This design comes from an exercise in tuning for small area and a short achievable clock period on the open sky130 flow, not from production work. RTL that was checked went through simulation tests only; none was proved equivalent to the original. Power is estimated from default activity; no workload was simulated.

// mac_top
module mac_top #(
   parameter int A_WIDTH = 18,    
   parameter int B_WIDTH = 18,    
   parameter int P_WIDTH = 48     
) (
   input  logic                      clk,
   input  logic                      rst_n,
   input  logic signed [A_WIDTH-1:0] data_a,
   input  logic signed [B_WIDTH-1:0] data_b,
   input  mac_pkg::mac_op_e          op,
   input  logic                      activate_mac,   
   output logic signed [P_WIDTH-1:0] data_p,
   output logic                      p_valid
);
   logic                      kill, sub, clr, valid;
   logic [P_WIDTH-1:0]        row0, row1;
   mac_ctrl u_ctrl (
      .clk          (clk),
      .rst_n        (rst_n),
      .activate_mac (activate_mac),
      .op           (op),
      .kill         (kill),
      .sub          (sub),
      .clr          (clr),
      .valid        (valid)
   );
   mac_mult_stage #(
      .A_WIDTH (A_WIDTH),
      .B_WIDTH (B_WIDTH),
      .P_WIDTH (P_WIDTH)
   ) u_mult (
      .clk   (clk),
      .data_a (data_a),
      .data_b (data_b),
      .kill  (kill),
      .sub   (sub),
      .row0  (row0),
      .row1  (row1)
   );
   mac_accumulator #(
      .P_WIDTH (P_WIDTH)
   ) u_acc (
      .clk     (clk),
      .rst_n   (rst_n),
      .clr     (clr),
  ...
clock: 10.0 ns
lec_check: 0
cap_margin: 20
core_margin: 2
core_utilization: 40
slew_margin: 20
standard.sh (not shown) runs the stock make flow with config.mk's settings and CLKGATE_MAP_FILE= SYNTH_SCRIPT=/design/flow/synth_recipe.tcl, a recipe that flattens the netlist after the stock synthesis.
==> flow/flow/run.sh <==
#!/bin/bash
# The standard layout with three changes:
#  - Yosys's coarse 'synth' calls run with -noabc, so that extract_fa sees the
#    full and half adders as the RTL writes them (the later ABC mapping pass is
#    unchanged);
#  - the port buffers are buf_2 cells (buffer_ports -buffer_cell);
#  - timing repair aims at a setup margin of 6.5 ns.
# The SDC (clock period, I/O delays, loads) is the standard flow's, unchanged. Each make
# step's log stays under orfs/logs; make's own output goes to flow_make.log.
set -euo pipefail
grep -q '^proc synth {args} { yosys synth -nofsm -noshare {\*}$args }' synth_recipe.tcl
sed 's/yosys synth -nofsm -noshare /yosys synth -nofsm -noshare -noabc /' synth_recipe.tcl > synth_noabc.tcl
bash standard.sh SYNTH_SCRIPT=$PWD/synth_noabc.tcl SETUP_SLACK_MARGIN=6.5 \
  "BUFFER_PORTS_ARGS=-buffer_cell sky130_fd_sc_hd__buf_2" finish > flow_make.log 2>&1
Next try:
--- a/flow/design.v
+++ b/flow/design.v
@@ -38,37 +38,38 @@
       end else begin
          act_q    <= activate_mac;
          clr1_q   <= req & ((op == mac_pkg::MAC_LOAD) | (op == mac_pkg::MAC_CLEAR));
          valid1_q <= req;
          valid2_q <= valid1_q;
       end
    end
+   always_ff @(posedge clk) begin
+      clr2_q <= clr1_q;
+   end
    logic zero1_q, zero2_q;
    always_ff @(posedge clk or negedge rst_n) begin
       if (!rst_n) begin
          zero1_q <= 1'b1;
          zero2_q <= 1'b1;
       end else begin
          zero1_q <= 1'b0;
          zero2_q <= zero1_q;
       end
    end
-   always_ff @(posedge clk) begin
-      clr2_q <= clr1_q | zero2_q;
-   end
-   assign clr   = clr2_q;
+   assign clr   = clr2_q | zero2_q;
    assign valid = valid2_q;
 endmodule
 `timescale 1ns/1ps
 module mac_mult_stage #(
    parameter int A_WIDTH = 18,
    parameter int B_WIDTH = 18,
    parameter int P_WIDTH = 48
 ) (
    input  logic                      clk,
+   input  logic                      rst_n,
    input  logic signed [A_WIDTH-1:0] data_a,
    input  logic signed [B_WIDTH-1:0] data_b,
    input  logic                      kill,      
    input  logic                      sub,       
    output logic        [P_WIDTH-1:0] row0,
    output logic        [P_WIDTH-1:0] row1
 );
@@ -83,18 +84,24 @@
       assign two[i] = ((bx[2*i+2] & ~bx[2*i+1] & ~bx[2*i]) |
                        (~bx[2*i+2] & bx[2*i+1] & bx[2*i])) & ~kill;
       assign neg[i] = (bx[2*i+2] ^ sub) & ~kill;
    end
    always_ff @(posedge clk) begin
       a_q <= data_a;
    end
-   always_ff @(posedge clk) begin
-      one_q <= one;
-      two_q <= two;
-      neg_q <= neg;
+   always_ff @(posedge clk or negedge rst_n) begin
+      if (!rst_n) begin
+         one_q <= '0;
+         two_q <= '0;
+         neg_q <= '0;
+      end else begin
+         one_q <= one;
+         two_q <= two;
+         neg_q <= neg;
+      end
    end
    assign ax = {a_q[A_WIDTH-1], a_q};
    logic pp0_0, pp0_1, pp0_2, pp0_3, pp0_4, pp0_5, pp0_6, pp0_7, pp0_8, pp0_9, pp0_10, pp0_11;
    logic pp0_12, pp0_13, pp0_14, pp0_15, pp0_16, pp0_17, pp0_18, pp1_0, pp1_1, pp1_2, pp1_3, pp1_4;
    logic pp1_5, pp1_6, pp1_7, pp1_8, pp1_9, pp1_10, pp1_11, pp1_12, pp1_13, pp1_14, pp1_15, pp1_16;
    logic pp1_17, pp1_18, pp2_0, pp2_1, pp2_2, pp2_3, pp2_4, pp2_5, pp2_6, pp2_7, pp2_8, pp2_9;
    logic pp2_10, pp2_11, pp2_12, pp2_13, pp2_14, pp2_15, pp2_16, pp2_17, pp2_18, pp3_0, pp3_1, pp3_2;
@@ -1047,14 +1054,15 @@
    );
    mac_mult_stage #(
       .A_WIDTH (A_WIDTH),
       .B_WIDTH (B_WIDTH),
       .P_WIDTH (P_WIDTH)
    ) u_mult (
       .clk   (clk),
+      .rst_n (rst_n),
       .data_a (data_a),
       .data_b (data_b),
       .kill  (kill),
       .sub   (sub),
       .row0  (row0),
       .row1  (row1)
    );
Result: Final area is higher by 9.5%. Wire length is higher by 11%. Clock-buffer cell count is higher by 2. Synthesized cell count is lower by 1.9%. Utilization is higher by 4.4 points. First-iteration DRC count is higher by 30%. Global-route usage is higher by 2.0 points. Sequential power barely changes. Power is higher by 17%. Worst setup slack gets worse by 0.25 ns.
Function not checked in the second run of this note: the RTL went through the layout flow alone.

* * *

mac_top, a different RTL version from the one above (not shown whole).
For scale: roughly 1200 cells after synthesis, roughly 170 flip-flops.
==> module mac_ctrl, before the edit <==
module mac_ctrl (
   input  logic             clk,
   input  logic             rst_n,
   input  logic             activate_mac,   
   input  mac_pkg::mac_op_e op,
   output logic             kill,           
   output logic             sub,            
   output logic             clr,            
   output logic             valid           
);
   logic act_q;       
   logic req;
   logic clr1_q, clr2_q;
   logic valid1_q, valid2_q;
   assign req  = activate_mac ^ act_q;
   assign kill = ~req | (op == mac_pkg::MAC_CLEAR);
   assign sub  = (op == mac_pkg::MAC_SUB);
   always_ff @(posedge clk or negedge rst_n) begin
      if (!rst_n) begin
         act_q    <= 1'b0;
         clr1_q   <= 1'b0;
         valid1_q <= 1'b0;
         valid2_q <= 1'b0;
      end else begin
         act_q    <= activate_mac;
         clr1_q   <= req & ((op == mac_pkg::MAC_LOAD) | (op == mac_pkg::MAC_CLEAR));
         valid1_q <= req;
         valid2_q <= valid1_q;
      end
   end
   always_ff @(posedge clk) begin
      clr2_q <= clr1_q;
   end
   assign clr   = clr2_q;
   assign valid = valid2_q;
endmodule
Settings: LEC_CHECK=0, CAP_MARGIN=20, CORE_MARGIN=2, CORE_UTILIZATION=40, SLEW_MARGIN=20; clock period 10.0 ns.
Scripts as last shown in full above: flow/flow/run.sh
Then changed:
--- a/flow/design.v
+++ b/flow/design.v
@@ -31,22 +31,21 @@
    assign sub  = (op == mac_pkg::MAC_SUB);
    always_ff @(posedge clk or negedge rst_n) begin
       if (!rst_n) begin
          act_q    <= 1'b0;
          clr1_q   <= 1'b0;
+         clr2_q   <= 1'b0;
          valid1_q <= 1'b0;
          valid2_q <= 1'b0;
       end else begin
          act_q    <= activate_mac;
          clr1_q   <= req & ((op == mac_pkg::MAC_LOAD) | (op == mac_pkg::MAC_CLEAR));
+         clr2_q   <= clr1_q;
          valid1_q <= req;
          valid2_q <= valid1_q;
       end
    end
-   always_ff @(posedge clk) begin
-      clr2_q <= clr1_q;
-   end
    assign clr   = clr2_q;
    assign valid = valid2_q;
 endmodule
 `timescale 1ns/1ps
 module mac_mult_stage #(
Result:
- The changed run ran to the end with no violations
- routed wire length grows by 1.7%
- design area stays flat
- clock-buffer cell count shrinks by 2
- core utilization falls by 0.84 points
- power increases by 5.4%
- sequential power stays flat
- sequential share of layout area stays flat
- worst setup slack degrades by 7.0 ps
- cell count came out higher by 0.41%
- die area rises by 0.94%
Function not checked in the first run of this note: the RTL went through the layout flow alone.

## afterwards: timing with drivers on the ports
The flow's constraints put no driver on any port. The routed layouts listed below were extracted and timed again, unchanged, in two steps.
Step 1, drivers: a clkbuf_16 drives clk and a buf_2 each remaining input, both assumed.
Step 2, shift: input delay + t, output delay - t, t = (earliest + latest rising clock arrival at the registers) / 2. This alone moves slack from input paths to output paths.
a / b / c = ideal ports / drivers / drivers and shift; a / b = the first two.
run | t (ns) | setup WS [ns] | hold WS [ns] | clock arrival spread, ns | cell pins on the clock port's net
the first run of note 1 | 0.485 | 6.602 / 6.602 / 6.602 | 0.349 / 0.349 / 0.349 | 0.014 / 0.014 | 1
the second run of note 1 | 0.487 | 6.356 / 6.356 / 6.356 | 0.357 / 0.357 / 0.357 | 0.014 / 0.014 | 1
the first run of note 2 | 0.480 | 6.502 / 6.502 / 6.502 | 0.357 / 0.357 / 0.357 | 0.010 / 0.009 | 1
the second run of note 2 | 0.502 | 6.495 / 6.495 / 6.495 | 0.353 / 0.353 / 0.353 | 0.014 / 0.014 | 1
After both steps every run listed still meets setup and hold.
